Context: an optimization exercise on an open-source flow, tuned for small area, a short achievable clock period and few clock cycles per item. The choices shown serve that exercise and are no tape-out recipe.
The RTL was checked by simulation tests, not by an equivalence proof against the original design.
Power and IR drop assume default switching activity.

==> flow/design.v (outline; a module is shown in full before it is edited, if it fits) <==
// module prefix_gcell: 12 lines
// module prefix_pcell: 11 lines
// module prefix_invcell: 6 lines
// module prefix_xcell: 7 lines
// module prefix_pgcell: 10 lines
// module prefix_pg0cell: 11 lines
// module prefix_sumcell: 9 lines
// module prefix_slice_adder: 2320 lines
// module prefix_add_unit: 59 lines
module prefix_add_unit (
  input  logic         clk_i,
  input  logic         rst_i,
  input  logic         flush_i,
  input  logic         req_valid_i,
  output logic         req_ready_o,
  input  logic [255:0] req_a_i,
  input  logic [255:0] req_b_i,
  input  logic         req_sub_i,
  input  logic         req_cin_i,
  output logic         resp_valid_o,
  input  logic         resp_ready_i,
  output logic [255:0] resp_sum_o,
  output logic         resp_cout_o,
  output logic         resp_ovf_o,
  output logic         busy_o
);
  // ...
==> flow/flow/run.sh <==
#!/bin/bash
# Standard ORFS layout, except that the port buffers are the smallest
# buffer cell (buf_1) instead of the cell buffer_ports picks by default.
set -e
echo 'export BUFFER_PORTS_ARGS = -buffer_cell sky130_fd_sc_hd__buf_1' >> "$FLOW_CONFIG"
bash standard.sh > standard.log 2>&1
==> flow/standard.sh <==
#!/bin/bash
# synth_recipe.tcl (not shown) runs the flow's synth.tcl, then flattens the netlist and writes it again
# the make line also repeats each setting of config.mk as NAME=value (left out here)
make -C /OpenROAD-flow-scripts/flow DESIGN_CONFIG=/design/flow/config.mk WORK_HOME=/design/flow/orfs CLKGATE_MAP_FILE= SYNTH_SCRIPT=/design/flow/synth_recipe.tcl "${@:-finish}"
==> flow/config.mk <==
export PLATFORM = sky130hd
export DESIGN_NAME = prefix_add_unit
export DESIGN_NICKNAME = prefix_add_unit
export VERILOG_FILES = /design/flow/design.v
export SDC_FILE = /design/flow/constraint.sdc
export NUM_CORES = 4
export LEC_CHECK = 0
export CAP_MARGIN = 20
export CORE_ASPECT_RATIO = 0.33
export CORE_MARGIN = 2
export CORE_UTILIZATION = 45
export SETUP_SLACK_MARGIN = 1.6
export SLEW_MARGIN = 20
export SYNTH_HIERARCHICAL = 1
export SYNTH_MINIMUM_KEEP_SIZE = 0
export BUFFER_PORTS_ARGS = -buffer_cell sky130_fd_sc_hd__buf_1
==> flow/constraint.sdc <==
create_clock -name core_clock -period 5.5 [get_ports {clk_i}]
set_input_delay 1.1000 -clock core_clock [delete_from_list [all_inputs] [get_ports {clk_i}]]
set_output_delay 1.1000 -clock core_clock [all_outputs]
set_load 0.01 [all_outputs]
==> flow_summary.yaml, run 1 <==
run_status:
  status: "finished clean"
synth:
  synth_mux_area_share_pct: 0.0469
  synth_compound_area_share_pct: 19.3
  yosysMostFrequentCell: "xor2_1"
  synth_area_leaders: "edfxtp_1 (36%), xor2_1 (16%), xnor2_1 (16%), o21ai_1 (6.7%), a21oi_2 (6.6%)"
  ys.flop_type: "edfxtp_1"
floorplan:
  num_tap_cells: 634
  io-pin-count: 780
critical_path:
  cp.depth: 14
  startpoint_type: "primary input"
  regToRegEndpoint: "sum_q[200]"
  crit_top_cell: "o21ai_4"
  path_class: "in -> reg"
global_routing:
  grt_pass1_vias: 18100
  grt_first_pass_wirelength_um: 102000
  met1_usage_pct: 37.7
  use_met3_pct: 4.53
  grt.total_usage_pct: 26.9
power:
  powerSeq_uw: 2690
  intPower_uw: 5040
  p_comb_share_pct: 45.0
timing:
  drv_slew: 0
layout:
  fin_cells: 3833
  final-seq-area_sq_um: 7770
  buffer_area_share_pct: 12.9
  postLayoutCoreUtil_pct: 60.5
  buffers: 841
clocking:
  numCtsBuffers: 25
  insertion_delay_ns: 0.56
  cts_setup_buffers: 6
  cts_root_buffer: "clkbuf_16"
  post_cts_resized: 59
routing:
  wl_met3_um: 4440
Testbench counts, summed over its fixed seeds: cycles 1,288, items 1,280.
==> run 2: changes to the inputs <==
--- a/flow/config.mk
+++ b/flow/config.mk
@@ -9,7 +9,7 @@
 export CORE_ASPECT_RATIO = 0.33
 export CORE_MARGIN = 2
 export CORE_UTILIZATION = 45
-export SETUP_SLACK_MARGIN = 1.6
+export SETUP_SLACK_MARGIN = 1.3
 export SLEW_MARGIN = 20
 export SYNTH_HIERARCHICAL = 1
 export SYNTH_MINIMUM_KEEP_SIZE = 0
==> run 2 against run 1 <==
Flip-flop and latch count unchanged. Synthesized area did not move. Sequential power barely moved. Core utilization decreased by 2.3 points. Via count is 0.37% lower. Die area unchanged. Synthesized cell count unchanged. Final cell count decreased by 0.34%. Fmax shrank 4.6%.
==> flow_summary.yaml, run 2 <==
routing:
  viasPerCell: 5.06
  drc_errors: 0
  ant_nets: 0
  wl_per_cell_um: 18.5
  drtIter0Drc: 1186
  num_vias: 19300
  dr.pass1.iters: 5
  drt-total-wl_um: 70600
timing:
  timing.final.ws_setup_ns: 1.44
  drv_slew: 0
  clock.fmax_ghz: 0.246
  worst_slew_pin_slew_ns: 0.937
  final-hold-violation-count: 0
  period_needed_ns: 4.06
  rsz0062_at_grt: "true"
  fin_tns_setup_ns: 0
  setup_viol: 0
  period_share_pct: 73.8
  skew_ns: 0.0178
  slew_headroom_pct: 37.5
synth:
  syn_area_sq_um: 21300
  ys_seq_area_share_pct: 36.4
  synth_largest_area_cell: "edfxtp_1"
  postSynthCellCount: 2313
  ys_top_cells_by_count: "xor2_1 (385), xnor2_1 (383), nand2_1 (372), o21ai_1 (287), edfxtp_1 (258)"
  syn_nets: 2832
  async_reset_ff_share_pct: 0
  synth_edf_count: 258
  synth-seq-cells: 259
  ys.flop_type: "edfxtp_1"
  yosysUniqueCellTypes: 18
  postSynthAreaPerCell_sq_um: 9.22
  yosysMostFrequentCell: "xor2_1"
  yosys.area.top_type_share_pct: 36.3
  synth_area_leaders: "edfxtp_1 (36%), xor2_1 (16%), xnor2_1 (16%), o21ai_1 (6.7%), a21oi_2 (6.6%)"
  ys_warn_count: 7
layout:
  final_area_sq_um: 27000
  final_cell_mix: "buf_1 (778), xor2_1 (385), nand2_1 (372)"
  largest_register_ffs: 256
  regMostFlops: "sum_q"
  area_delta_synth_final_pct: 26.4
  fin_nets: 3686
  drive_above_1_share_pct: 13.1
  final_common_cell: "buf_1"
  diodes: 0
clocking:
  ctsLongestPathBuffers: 3
  clock_sinks: 259
  numCtsBuffers: 25
  insertion_delay_ns: 0.56
  hold_buffers: 0
  cts_tree: "done"
  cts_root_buffer: "clkbuf_16"
  cts_max_level: 1
  clk_pin_slew_ns: 0.07
global_routing:
  use_met2_pct: 43.6
  grt_start_max_net_pins: 135
  antenna_found_initial: 2
  grt.total_usage_pct: 27.0
  met1_usage_pct: 37.4
  use_met3_pct: 6.43
  top_usage_layer: "met2"
  grt_pass1_vias: 18200
  grt-ovfl-total: 0
  grt_first_pass_wirelength_um: 102000
floorplan:
  die_area_sq_um: 49400
  dieHeight_um: 129
  initial_core_util_pct: 46.0
  io-pin-count: 780
  rows: 45
  fp.coreArea_sq_um: 46300
  dieWidth_um: 383
place:
  gp_congestion: 0.946
  portBuffers: 779
  dpl_cell_area_sq_um: 25500
  detailed_place_hpwl_um: 58000
  pre_cts_ws_ns: 0.414
critical_path:
  rr_startpoint: "valid_q"
  cp-startpoint: "req_sub_i"
  crit_fanout: 22
  startpoint_type: "primary input"
  path_class: "in -> reg"
  r2r_cells: 3
  worstSetupEndpointType: "flop"
  cp.required_ns: 5.80
  cp.arrival_ns: 4.36
job:
  cap_violations: 0
worst_hold_path:
  hp-start: "valid_q"
  whs_path_depth: 2
  hp-class: "reg -> reg"
power:
  vdd_ir_drop_max_mv: 0.204
  power-per-cell-area_nw_per_um2: 299
  p_leak_uw: 0.00926
run_status:
  status: "finished clean"
## run 2: cell counts after synthesis
Identical to the previous run, type by type.
## run 2: critical path, cell delays in order
cell and delay, ns:
buf_6 0.17, clkbuf_16 0.26, xnor2_1 0.36, nand2_1 0.12
o21ai_1 0.19, a21oi_2 0.07, o21ai_2 0.35, a21oi_2 0.11
o21ai_1 0.31, a21oi_2 0.12, a21boi_4 0.19, o21bai_1 0.17
buf_4 0.25, a21boi_2 0.11, o21bai_2 0.20, a21boi_2 0.08
xor2_1 0.16
## run 2: final cells by class
class | instances | area, sq um
fillers | 4353 | 19400
multi-input cells | 1924 | 13600
flip-flops and latches | 259 | 7770
repair buffers | 828 | 3500
well taps | 634 | 793
clock buffers | 29 | 641
inverters | 129 | 484
clock inverters | 17 | 180
## run 2: metal layers
metal | wire length (um) | vias to the layer above
met3 | 5040 | 82
met4 | 1380 | 2
met1 | 32300 | 9267
li1 | - | 9482
met5 | 13 | -
met2 | 31900 | 510
## run 2: cell families (layout without fill, tap and decap cells)
group           after synthesis  after routing  synth area share (%)
compound gates              575            575                  19.3
xor+xnor                    769            769                  31.6
buf+inv                     130           1003                  2.31
flops                       259            259                  36.4
mux                           1              1                0.0469
simple gates                579            579                  10.3
## run 2: power by group
group / internal, uW / total (uW) / switching [uW]
combinational: 1360 / 3510 / 2160
sequential: 2620 / 2690 / 67.6
clock: 1020 / 1860 / 837
## run 2: final timing paths
| kind | end | slack (ns) |
|---|---|---|
| hold / removal | valid_q | 0.67 |
| setup reg to reg | sum_q[52] | 3.54 |
| hold reg to reg | valid_q | 0.67 |
| setup / recovery | sum_q[231] | 1.44 |
## run 2: Yosys stat by module, one instance, submodules excluded, a selection
module           cell area (sq um)  flops+latches
prefix_add_unit               7830            259
prefix_pg0cell                26.3              0
prefix_pgcell                 12.5              0
prefix_xcell                  8.76              0
prefix_invcell                3.75              0
## run 2: through the flow
stage / utilization [%] / power, uW / hold slack (ns) / std cells
2_1_floorplan: - / 5060 / 0.671 / 2313
3_3_place_gp: 55.0 / 6040 / 0.660 / 3766
3_5_place_dp: 55.0 / 6080 / 0.663 / 3766
4_1_cts: 57.2 / 7980 / 0.673 / 3814
5_1_grt: 58.2 / 8510 / 0.682 / 3820
6_report: 58.2 / 8060 / 0.666 / 3820
## run 2: repair_timing
| item | CTS | global route |
|---|---|---|
| gates cloned | 1 | 2 |
| resized for setup | 32 | 76 |
| endpoints found under the setup margin | 52 | 88 |
| buffers inserted | 1 | 4 |
| pin swaps | 2 | 3 |
==> run 3: changes to the inputs <==
--- a/flow/config.mk
+++ b/flow/config.mk
@@ -9,7 +9,7 @@
 export CORE_ASPECT_RATIO = 0.33
 export CORE_MARGIN = 2
 export CORE_UTILIZATION = 45
-export SETUP_SLACK_MARGIN = 1.3
+export SETUP_SLACK_MARGIN = 1.8
 export SLEW_MARGIN = 20
 export SYNTH_HIERARCHICAL = 1
 export SYNTH_MINIMUM_KEEP_SIZE = 0
==> run 3 against run 2 <==
Still clean. Cell area rose by 13%. Clock power fell by 3%. Via count rose by 3.8%. Flip-flop and latch count did not move. Core utilization rose by 7.4 points. Combinational power rose by 18%. Wire length rose by 6.5%. Hold slack improved by 0.0048 ns. Register-to-register slack got worse by 0.14 ns. First-iteration DRC count rose by 9.7%. Setup slack improved by 0.39 ns. Synthesized cell count did not move. Critical path type unchanged. Largest power group unchanged.
==> flow_summary.yaml, run 3 <==
run_status:
  status: "finished clean"
floorplan:
  initial_core_util_pct: 46.0
  io-pin-count: 780
  rows: 45
  dieHeight_um: 129
  dieWidth_um: 383
  fp.coreArea_sq_um: 46300
  die_area_sq_um: 49400
synth:
  ys_warn_count: 7
  synth_edf_count: 258
  postSynthCellCount: 2313
  ys.flop_type: "edfxtp_1"
  yosysUniqueCellTypes: 18
  ys_top_cells_by_count: "xor2_1 (385), xnor2_1 (383), nand2_1 (372), o21ai_1 (287), edfxtp_1 (258)"
  ys_seq_area_share_pct: 36.4
  postSynthAreaPerCell_sq_um: 9.22
  yosysMostFrequentCell: "xor2_1"
  yosys.area.top_type_share_pct: 36.3
  syn_area_sq_um: 21300
  synth_area_leaders: "edfxtp_1 (36%), xor2_1 (16%), xnor2_1 (16%), o21ai_1 (6.7%), a21oi_2 (6.6%)"
  synth_largest_area_cell: "edfxtp_1"
  synth-seq-cells: 259
  async_reset_ff_share_pct: 0
  syn_nets: 2832
power:
  vdd_ir_drop_max_mv: 0.221
  fin_total_pwr_uw: 8640
  p_leak_uw: 0.0110
  power-per-cell-area_nw_per_um2: 284
clocking:
  insertion_delay_ns: 0.57
  clk_pin_slew_ns: 0.07
  clock_sinks: 259
  ctsLongestPathBuffers: 3
  cts_tree: "done"
  cts_max_level: 1
  cts_root_buffer: "clkbuf_16"
  numCtsBuffers: 26
place:
  dpl_cell_area_sq_um: 25600
  placed_cells: 3745
  detailed_place_hpwl_um: 58200
  gp_congestion: 0.906
  portBuffers: 779
layout:
  largest_register_ffs: 256
  final_common_cell: "buf_1"
  postLayoutCoreUtil_pct: 65.6
  fin_nets: 3748
  final_area_sq_um: 30400
  drive_above_1_share_pct: 24.8
  area_delta_synth_final_pct: 42.5
  regMostFlops: "sum_q"
  fin_cells: 3886
  final_cell_mix: "buf_1 (776), xor2_1 (380), nand2_1 (347)"
routing:
  dr.pass1.iters: 5
  wl_per_cell_um: 19.3
  drtIter0Drc: 1301
  num_vias: 20100
  viasPerCell: 5.17
  ant_nets: 0
  drt-total-wl_um: 75200
  drc_errors: 0
timing:
  slew_headroom_pct: 49.0
  skew_ns: 0.0178
  whs_ns: 0.671
  worst_slew_pin_slew_ns: 0.765
  period_share_pct: 66.8
  rsz0062_at_grt: "true"
  clock.fmax_ghz: 0.272
  drv_slew: 0
  period_needed_ns: 3.67
  final-hold-violation-count: 0
  setup_viol: 0
worst_hold_path:
  hp-start: "valid_q"
  hp-class: "reg -> reg"
global_routing:
  grt-ovfl-total: 0
  grt.total_usage_pct: 27.6
  grt_start_max_net_pins: 114
  grt_pass1_vias: 18700
  grt_first_pass_wirelength_um: 105000
  antenna_found_initial: 1
job:
  cap_violations: 0
critical_path:
  cp.required_ns: 5.83
  worstSetupEndpointType: "flop"
  path_class: "in -> reg"
  cp-startpoint: "req_sub_i"
  cp.arrival_ns: 4.00
  crit_fanout: 15
  rr_startpoint: "valid_q"
  startpoint_type: "primary input"
==> run 3: cell counts after synthesis <==
Identical to the previous run, type by type.
==> run 3: worst max-delay path, cell delays in order <==
cell and delay (ns):
clkbuf_16 0.19, clkbuf_16 0.26, xnor2_1 0.38, nor2_1 0.13, nand2_1 0.20, nor2_4 0.09
a21oi_2 0.27, o21ai_2 0.13, a21oi_2 0.17, a21boi_4 0.23, o21bai_4 0.13, a21boi_4 0.21
o21bai_2 0.11, a21boi_2 0.16, inv_1 0.06, xor2_1 0.13
==> run 3: logic make-up after synthesis <==
kind of cell    after synthesis  synth area share, %
compound gates              575                 19.3
xor+xnor                    769                 31.6
flops                       259                 36.4
mux                           1               0.0469
simple gates                579                 10.3
buf+inv                     130                 2.31
==> run 3: power breakdown <==
| group | internal, uW | total [uW] | switching, uW | leakage (uW) |
|---|---|---|---|---|
| registers | 2620 | 2690 | 69.6 | 0.00242 |
| logic | 1720 | 4140 | 2420 | 0.00815 |
| clock network | 975 | 1810 | 837 | 0.000401 |
| total | 5310 | 8640 | 3330 | 0.0110 |
==> run 3: metrics by stage <==
step | TNS (ns) | worst slack (ns)
after global routing | 0 | 1.74
after CTS | 0 | 1.75
after detailed placement | 0 | 0.266
final | 0 | 1.83
after global placement | 0 | 0.378
after floorplan | -663.43 | -2.57
==> run 3: layout make-up <==
cell class                      instances  area (sq um)
Fill cell                            3958         16000
Antenna cell                            4          10.0
Clock inverter                          9          68.8
Clock buffer                           38           737
Timing Repair Buffer                  889          4310
Tap cell                              634           793
Multi-Input combinational cell       1924         16200
Sequential cell                       259          7770
Inverter                              129           484
==> run 3: metal layers <==
metal  global-route usage [%]  wire [um]  up-vias
met5                        0          0        -
met4                     5.37       1380        0
met3                     3.46       3950       95
met2                     45.6      35500      576
met1                     39.2      34400     9793
li1                         -          -     9617
==> run 3: per-module statistics from Yosys, one instance, submodules excluded, excerpt <==
| module | flip-flops and latches | times used |
|---|---|---|
| prefix_pg0cell | 0 | 1 |
| prefix_pgcell | 0 | 255 |
| prefix_xcell | 0 | 256 |
| prefix_invcell | 0 | 127 |
| prefix_add_unit | 259 | 1 |
==> run 3: timing repair <==
| action | 4_1_cts | 5_1_grt |
|---|---|---|
| setup buffers | 35 | 41 |
| gates resized for setup | 134 | 379 |
| setup endpoints to repair | 221 | 138 |
| hold buffers | 0 | 0 |
| pin swaps | 23 | 61 |
| gates cloned | 1 | 13 |
==> run 3: final timing paths <==
check          endpoint  slack (ns)  cells after the start
max               ovf_q        1.83                     16
min reg2reg     valid_q        0.67                      2
max reg2reg  sum_q[247]        3.40                      3
min             valid_q        0.67                      2
==> run 4: changes to the inputs <==
--- a/flow/config.mk
+++ b/flow/config.mk
@@ -9,7 +9,7 @@
 export CORE_ASPECT_RATIO = 0.33
 export CORE_MARGIN = 2
 export CORE_UTILIZATION = 45
-export SETUP_SLACK_MARGIN = 1.8
+export SETUP_SLACK_MARGIN = 1.0
 export SLEW_MARGIN = 20
 export SYNTH_HIERARCHICAL = 1
 export SYNTH_MINIMUM_KEEP_SIZE = 0
==> run 4 against run 3 <==
Still clean. Synthesized area unchanged. First-iteration DRC count increased by 4.5%. Synthesized cell count unchanged. Combinational power decreased by 17%. Clock-buffer cell count decreased by 6. Critical path depth increased by 3. Core utilization decreased by 8.4 points. Sequential share of layout area increased by 3.8 points. Flip-flop and latch count unchanged. Sequential power about the same. Critical endpoint is now sum_q[255].
==> flow_summary.yaml, run 4 <==
run_status:
  status: "finished clean"
clocking:
  insertion_delay_ns: 0.56
  ctsLongestPathBuffers: 3
  cts_root_buffer: "clkbuf_16"
  numCtsBuffers: 25
  hold_buffers: 0
  clk_pin_slew_ns: 0.07
  cts_setup_buffers: 0
  cts_tree: "done"
  clock_sinks: 259
  cts_max_level: 1
power:
  power-per-cell-area_nw_per_um2: 300
  p_leak_uw: 0.00911
  vdd_ir_drop_max_mv: 0.203
  fin_total_pwr_uw: 7950
timing:
  skew_ns: 0.0184
  period_needed_ns: 4.38
  whs_ns: 0.666
  setup_viol: 0
  clock.fmax_ghz: 0.228
  rsz0062_at_grt: "true"
  worst_slew_pin_slew_ns: 0.836
  final-hold-violation-count: 0
  slew_headroom_pct: 43.9
  period_share_pct: 79.6
  drv_slew: 0
routing:
  num_vias: 19400
  ant_nets: 0
  drt-total-wl_um: 71100
  wl_per_cell_um: 18.6
  viasPerCell: 5.06
  drtIter0Drc: 1359
  drc_errors: 0
  dr.pass1.iters: 7
place:
  dpl_cell_area_sq_um: 25500
  gp_congestion: 0.926
  portBuffers: 779
  detailed_place_hpwl_um: 59200
layout:
  final_cell_mix: "buf_1 (778), xor2_1 (385), xnor2_1 (380)"
  regMostFlops: "sum_q"
  largest_register_ffs: 256
  area_delta_synth_final_pct: 24.3
  final_common_cell: "buf_1"
  drive_above_1_share_pct: 11.2
  fin_nets: 3687
  final_area_sq_um: 26500
  postLayoutCoreUtil_pct: 57.2
synth:
  synth-seq-cells: 259
  ys.flop_type: "edfxtp_1"
  synth_edf_count: 258
  yosysUniqueCellTypes: 18
  yosysMostFrequentCell: "xor2_1"
  synth_mux_area_share_pct: 0.0469
  synth_area_leaders: "edfxtp_1 (36%), xor2_1 (16%), xnor2_1 (16%), o21ai_1 (6.7%), a21oi_2 (6.6%)"
  synth_compound_area_share_pct: 19.3
  postSynthAreaPerCell_sq_um: 9.22
  synth_top_family_by_area: "XOR/XNOR gates"
  synth_fa_ha_area_share_pct: 0
  ys_top_cells_by_count: "xor2_1 (385), xnor2_1 (383), nand2_1 (372), o21ai_1 (287), edfxtp_1 (258)"
  syn_nets: 2832
  ys_warn_count: 7
  yosys.area.top_type_share_pct: 36.3
  syn_area_sq_um: 21300
  synth-xor-area-share_pct: 31.6
  async_reset_ff_share_pct: 0
  synthSimpleGateAreaFrac_pct: 10.3
  ys_seq_area_share_pct: 36.4
  synth_largest_area_cell: "edfxtp_1"
  postSynthCellCount: 2313
floorplan:
  dieWidth_um: 383
  dieHeight_um: 129
  fp.coreArea_sq_um: 46300
  rows: 45
  initial_core_util_pct: 46.0
  io-pin-count: 780
  die_area_sq_um: 49400
critical_path:
  crit_fanout: 17
  regToRegEndpoint: "sum_q[80]"
  path_class: "in -> reg"
  cp.arrival_ns: 4.66
  rrSetupSlack_ns: 3.37
  startpoint_type: "primary input"
  worstSetupEndpointType: "flop"
  r2r_cells: 3
  rr_startpoint: "valid_q"
  cp.required_ns: 5.78
worst_hold_path:
  hp-start: "valid_q"
  hold_end: "valid_q"
  whs_path_depth: 2
  hp-class: "reg -> reg"
global_routing:
  antenna_found_initial: 7
  grt_pass1_vias: 18100
  grt.total_usage_pct: 27.3
  grt_first_pass_wirelength_um: 103000
  grt-ovfl-total: 0
  grt_start_max_net_pins: 115
job:
  cap_violations: 0
## run 4: repair_timing
action / CTS / global route
gates cloned: 0 / 1
endpoints found under the setup margin: 3 / 31
gates resized for setup: 2 / 23
## run 4: critical path: stages
cell and delay (ns):
buf_6 0.23, buf_12 0.22, buf_4 0.25, xnor2_2 0.17, nand2_1 0.10, o21ai_1 0.26
a21oi_2 0.11, o21ai_1 0.25, buf_4 0.22, a21oi_2 0.07, o21ai_1 0.26, a21oi_2 0.08
o21ai_2 0.31, o21bai_1 0.18, buf_4 0.17, a21boi_2 0.07, o21bai_1 0.26, a21boi_2 0.10
xor2_1 0.17
## run 4: power by group
part | internal, uW | switching (uW)
Combinational | 1300 | 2110
Sequential | 2620 | 71.9
Clock | 1020 | 829
Total | 4940 | 3020
## run 4: kinds of logic (layout without fill, tap and decap cells)
kind of cell | count (synthesis) | after routing
multiplexers | 1 | 1
flip-flops | 259 | 259
XOR/XNOR | 769 | 769
other | 0 | 7
buffers and inverters | 130 | 1003
AO/OA/AOI/OAI | 575 | 575
AND/OR/NAND/NOR | 579 | 579
## run 4: layer usage
| metal | part of all wire (%) | track usage, % | up-vias |
|---|---|---|---|
| met1 | 46 | 38.5 | 9154 |
| li1 | - | - | 9515 |
| met5 | 0.034 | 0 | - |
| met3 | 6.4 | 4.90 | 107 |
| met2 | 45 | 43.2 | 584 |
| met4 | 2.7 | 7.80 | 4 |
## run 4: through the flow
stage	setup WS, ns	setup TNS [ns]	instances
2_1_floorplan	-2.57	-663.43	2313
5_1_grt	0.963	0	3824
4_1_cts	1.02	0	3819
6_report	1.12	0	3827
3_3_place_gp	0.348	0	3774
3_5_place_dp	0.359	0	3774
## run 4: Yosys stat by module (local to each module, per instance), a selection
module           cell area, sq um  flip-flops and latches  copies in the design  cells
prefix_pgcell                12.5                       0                   255      2
prefix_pg0cell               26.3                       0                     1      2
prefix_add_unit              7830                     259                     1    267
prefix_invcell               3.75                       0                   127      1
prefix_xcell                 8.76                       0                   256      1
## run 4: how the worst max path moves through the flow
stage                 endpoint  slack (ns)         from  cells after the start
global route        sum_q[175]        0.96    req_sub_i                     18
CTS                 sum_q[135]        1.02    req_sub_i                     16
detailed placement  sum_q[255]        0.36    req_sub_i                     19
global placement    sum_q[255]        0.35    req_sub_i                     19
finish              sum_q[255]        1.12    req_sub_i                     19
floorplan               cout_q       -2.57  req_valid_i                      1
## run 4: final cells by class
type | instances | area, sq um
Fill cell | 4360 | 19800
Multi-Input combinational cell | 1924 | 13200
Sequential cell | 259 | 7770
Timing Repair Buffer | 829 | 3430
Tap cell | 634 | 793
Clock buffer | 32 | 682
Inverter | 129 | 484
Clock inverter | 13 | 139
Antenna cell | 7 | 17.5
==> run 5: changes to the inputs <==
--- a/flow/config.mk
+++ b/flow/config.mk
@@ -9,7 +9,7 @@
 export CORE_ASPECT_RATIO = 0.33
 export CORE_MARGIN = 2
 export CORE_UTILIZATION = 45
-export SETUP_SLACK_MARGIN = 1.0
+export SETUP_SLACK_MARGIN = 0.6
 export SLEW_MARGIN = 20
 export SYNTH_HIERARCHICAL = 1
 export SYNTH_MINIMUM_KEEP_SIZE = 0
==> run 5 against run 4 <==
Still clean on timing, DRC and antenna. Synthesized area unchanged. Combinational power down 1%. Largest power group unchanged. Total power down 0.46%. Clock skew down 0.0067 ns. Global-route usage down 0.36 points. Via count down 0.78%. Setup slack worse by 0.15 ns. Hold slack worse by 0.0083 ns. Clock-buffer cell count down 2. Clock power about the same.
==> flow_summary.yaml, run 5 <==
synth:
  synth_edf_count: 258
  async_reset_ff_share_pct: 0
  ys_seq_area_share_pct: 36.4
  ys.flop_type: "edfxtp_1"
  synth-seq-cells: 259
  yosys.area.top_type_share_pct: 36.3
  yosysMostFrequentCell: "xor2_1"
  syn_area_sq_um: 21300
  postSynthCellCount: 2313
  ys_top_cells_by_count: "xor2_1 (385), xnor2_1 (383), nand2_1 (372), o21ai_1 (287), edfxtp_1 (258)"
  synth_largest_area_cell: "edfxtp_1"
  yosysUniqueCellTypes: 18
  ys_warn_count: 7
  postSynthAreaPerCell_sq_um: 9.22
  synth_area_leaders: "edfxtp_1 (36%), xor2_1 (16%), xnor2_1 (16%), o21ai_1 (6.7%), a21oi_2 (6.6%)"
  syn_nets: 2832
routing:
  drc_errors: 0
  ant_nets: 0
  wl_per_cell_um: 18.2
  num_vias: 19200
  viasPerCell: 5.02
  drt-total-wl_um: 69600
  drtIter0Drc: 1123
  dr.pass1.iters: 5
timing:
  setup_viol: 0
  drv_slew: 0
  rsz0062_at_grt: "false"
  clock.fmax_ghz: 0.221
  slew_headroom_pct: 37.6
  whs_ns: 0.657
  worst_slew_pin_slew_ns: 0.935
  final-hold-violation-count: 0
  skew_ns: 0.0118
  period_needed_ns: 4.53
  period_share_pct: 82.3
critical_path:
  path_buf_inv: 4
  worstSetupEndpointType: "flop"
  crit_family: "compound AO/OA/AOI/OAI gates"
  rrSetupSlack_ns: 3.23
  crit_fanout: 53
  path_class: "in -> reg"
  crit_top_cell: "o21ai_1"
  startpoint_type: "primary input"
  cp_cell_sequence: "buf_4 > buf_12 > buf_12 > xnor2_1 > nand2_1 > o21ai_1 > a21oi_2 > o21ai_1 > a21oi_2 > o21ai_1 > a21oi_2 > o21ai_1 > o21bai_1 > buf_4 > a21boi_2 > o21bai_1 > a21boi_2 > xor2_1"
  critPathSlowestCell: "o21ai_1"
  max_stage_delay_ns: 0.54
  cp.arrival_ns: 4.84
  cp.required_ns: 5.81
floorplan:
  die_area_sq_um: 49400
  fp.coreArea_sq_um: 46300
  initial_core_util_pct: 46.0
  dieHeight_um: 129
  rows: 45
  io-pin-count: 780
  dieWidth_um: 383
global_routing:
  grt-ovfl-total: 0
  grt_start_max_net_pins: 95
  grt.total_usage_pct: 26.9
  grt_pass1_vias: 18000
  antenna_found_initial: 2
  grt_first_pass_wirelength_um: 101000
clocking:
  clk_pin_slew_ns: 0.07
  cts_setup_buffers: 0
  insertion_delay_ns: 0.57
  cts_tree: "done"
  ctsLongestPathBuffers: 3
  cts_root_buffer: "clkbuf_16"
  numCtsBuffers: 26
  hold_buffers: 0
  clock_sinks: 259
  post_cts_resized: 0
  cts_max_level: 1
place:
  gp_congestion: 0.932
  detailed_place_hpwl_um: 58500
  portBuffers: 779
  placed_cells: 3778
layout:
  n_fill_cell: 4418
  fin_nets: 3691
  largest_register_ffs: 256
  drive_above_1_share_pct: 10.7
  final_common_cell: "buf_1"
  final_cell_mix: "buf_1 (778), xor2_1 (385), xnor2_1 (383)"
  area_delta_synth_final_pct: 23.6
  fin_cells: 3829
  regMostFlops: "sum_q"
power:
  fin_total_pwr_uw: 7920
  power-per-cell-area_nw_per_um2: 301
  vdd_ir_drop_max_mv: 0.219
  p_leak_uw: 0.00904
run_status:
  status: "finished clean"
job:
  cap_violations: 0
worst_hold_path:
  hp-class: "reg -> reg"
run 5: kinds of logic after synthesis:
logic type,synth area share (%)
XOR/XNOR,31.6
AND/OR/NAND/NOR,10.3
AO/OA/AOI/OAI,19.3
flip-flops,36.4
buffers and inverters,2.31
multiplexers,0.0469
run 5: power breakdown:
| part | leakage (uW) | internal, uW | switching [uW] |
|---|---|---|---|
| Combinational | 0.00621 | 1290 | 2080 |
| Sequential | 0.00242 | 2620 | 65.1 |
| Clock | 0.000406 | 992 | 866 |
| Total | 0.00904 | 4900 | 3020 |
run 5: final cells by class:
| class | instances | area, sq um | share of cell area [%] |
|---|---|---|---|
| antenna | 3 | 7.51 | 0.0285 |
| tap | 634 | 793 | 3.01 |
| inverter | 129 | 484 | 1.84 |
| timing repair buffer | 832 | 3390 | 12.9 |
| clock inverter | 18 | 145 | 0.551 |
| multi-input combinational | 1924 | 13100 | 49.6 |
| sequential | 259 | 7770 | 29.5 |
| clock buffer | 30 | 687 | 2.61 |
run 5: path summary, 6_finish.rpt:
kind / from / to / cells past startpoint
setup / recovery: req_sub_i / sum_q[255] / 18
hold / removal: valid_q / valid_q / 2
setup reg to reg: valid_q / sum_q[207] / 3
hold reg to reg: valid_q / valid_q / 2
run 5: tightest hold or removal path, cell delays in order, from the launching register on:
cell	delay, ns
dfxtp_1	0.32
nor2b_4	0.14
o21a_1	0.16
run 5: metal layers:
layer  part of all wire (%)  GRT usage, %
met5                      0             0
met4                    3.1          8.48
met1                     47          37.7
met3                    6.4          5.99
met2                     44          41.6
run 5: through the flow:
step / utilization, % / area [sq um] / worst slack, ns / setup TNS (ns)
2_1_floorplan: - / 21300 / -2.57 / -663.43
3_3_place_gp: 55.0 / 25500 / 0.346 / 0
3_5_place_dp: 55.0 / 25500 / 0.322 / 0
4_1_cts: 56.8 / 26300 / 0.930 / 0
5_1_grt: 56.9 / 26300 / 0.643 / 0
6_report: 56.9 / 26300 / 0.971 / 0
run 5: Yosys stat by module (local to each module, per instance), excerpt:
module / cell area (sq um) / flops+latches / cells inside
prefix_pgcell: 12.5 / 0 / 2
prefix_invcell: 3.75 / 0 / 1
prefix_pg0cell: 26.3 / 0 / 2
prefix_add_unit: 7830 / 259 / 267
prefix_xcell: 8.76 / 0 / 1

-- separate check: timing with driven ports --
In the flow no input, the clock included, has a driving cell. The finished layouts below were timed again as built, in two steps. Step 1, drivers: a clkbuf_16 drives clk_i and a buf_2 each remaining input, both assumed. Step 2 times the ports against the registers' clock, not the clock port: input delays grow and output delays shrink by t, the midpoint of the rising clock arrivals with the driver on. Three values: ideal ports, drivers, drivers and shift; two values: the first two.
run | t, ns | slack for setup (ns) | slew at the worst register clock pin (ns) | worst slew at a driven data input, ns
run 1 | 0.617 | 1.624 / 1.630 / 1.013 | 0.08 / 0.08 | 0.08
run 2 | 0.609 | 1.439 / 1.459 / 0.850 | 0.07 / 0.07 | 0.13
run 3 | 0.617 | 1.828 / 1.720 / 1.103 | 0.07 / 0.07 | 0.17
run 4 | 0.609 | 1.119 / 1.139 / 0.530 | 0.07 / 0.07 | 0.10
run 5 | 0.628 | 0.971 / 1.004 / 0.376 | 0.08 / 0.08 | 0.09
After both steps every run listed still meets setup and hold. The setup slack of run 3, which loses most, moves by -0.108 ns with the drivers and by -0.725 ns with both steps.
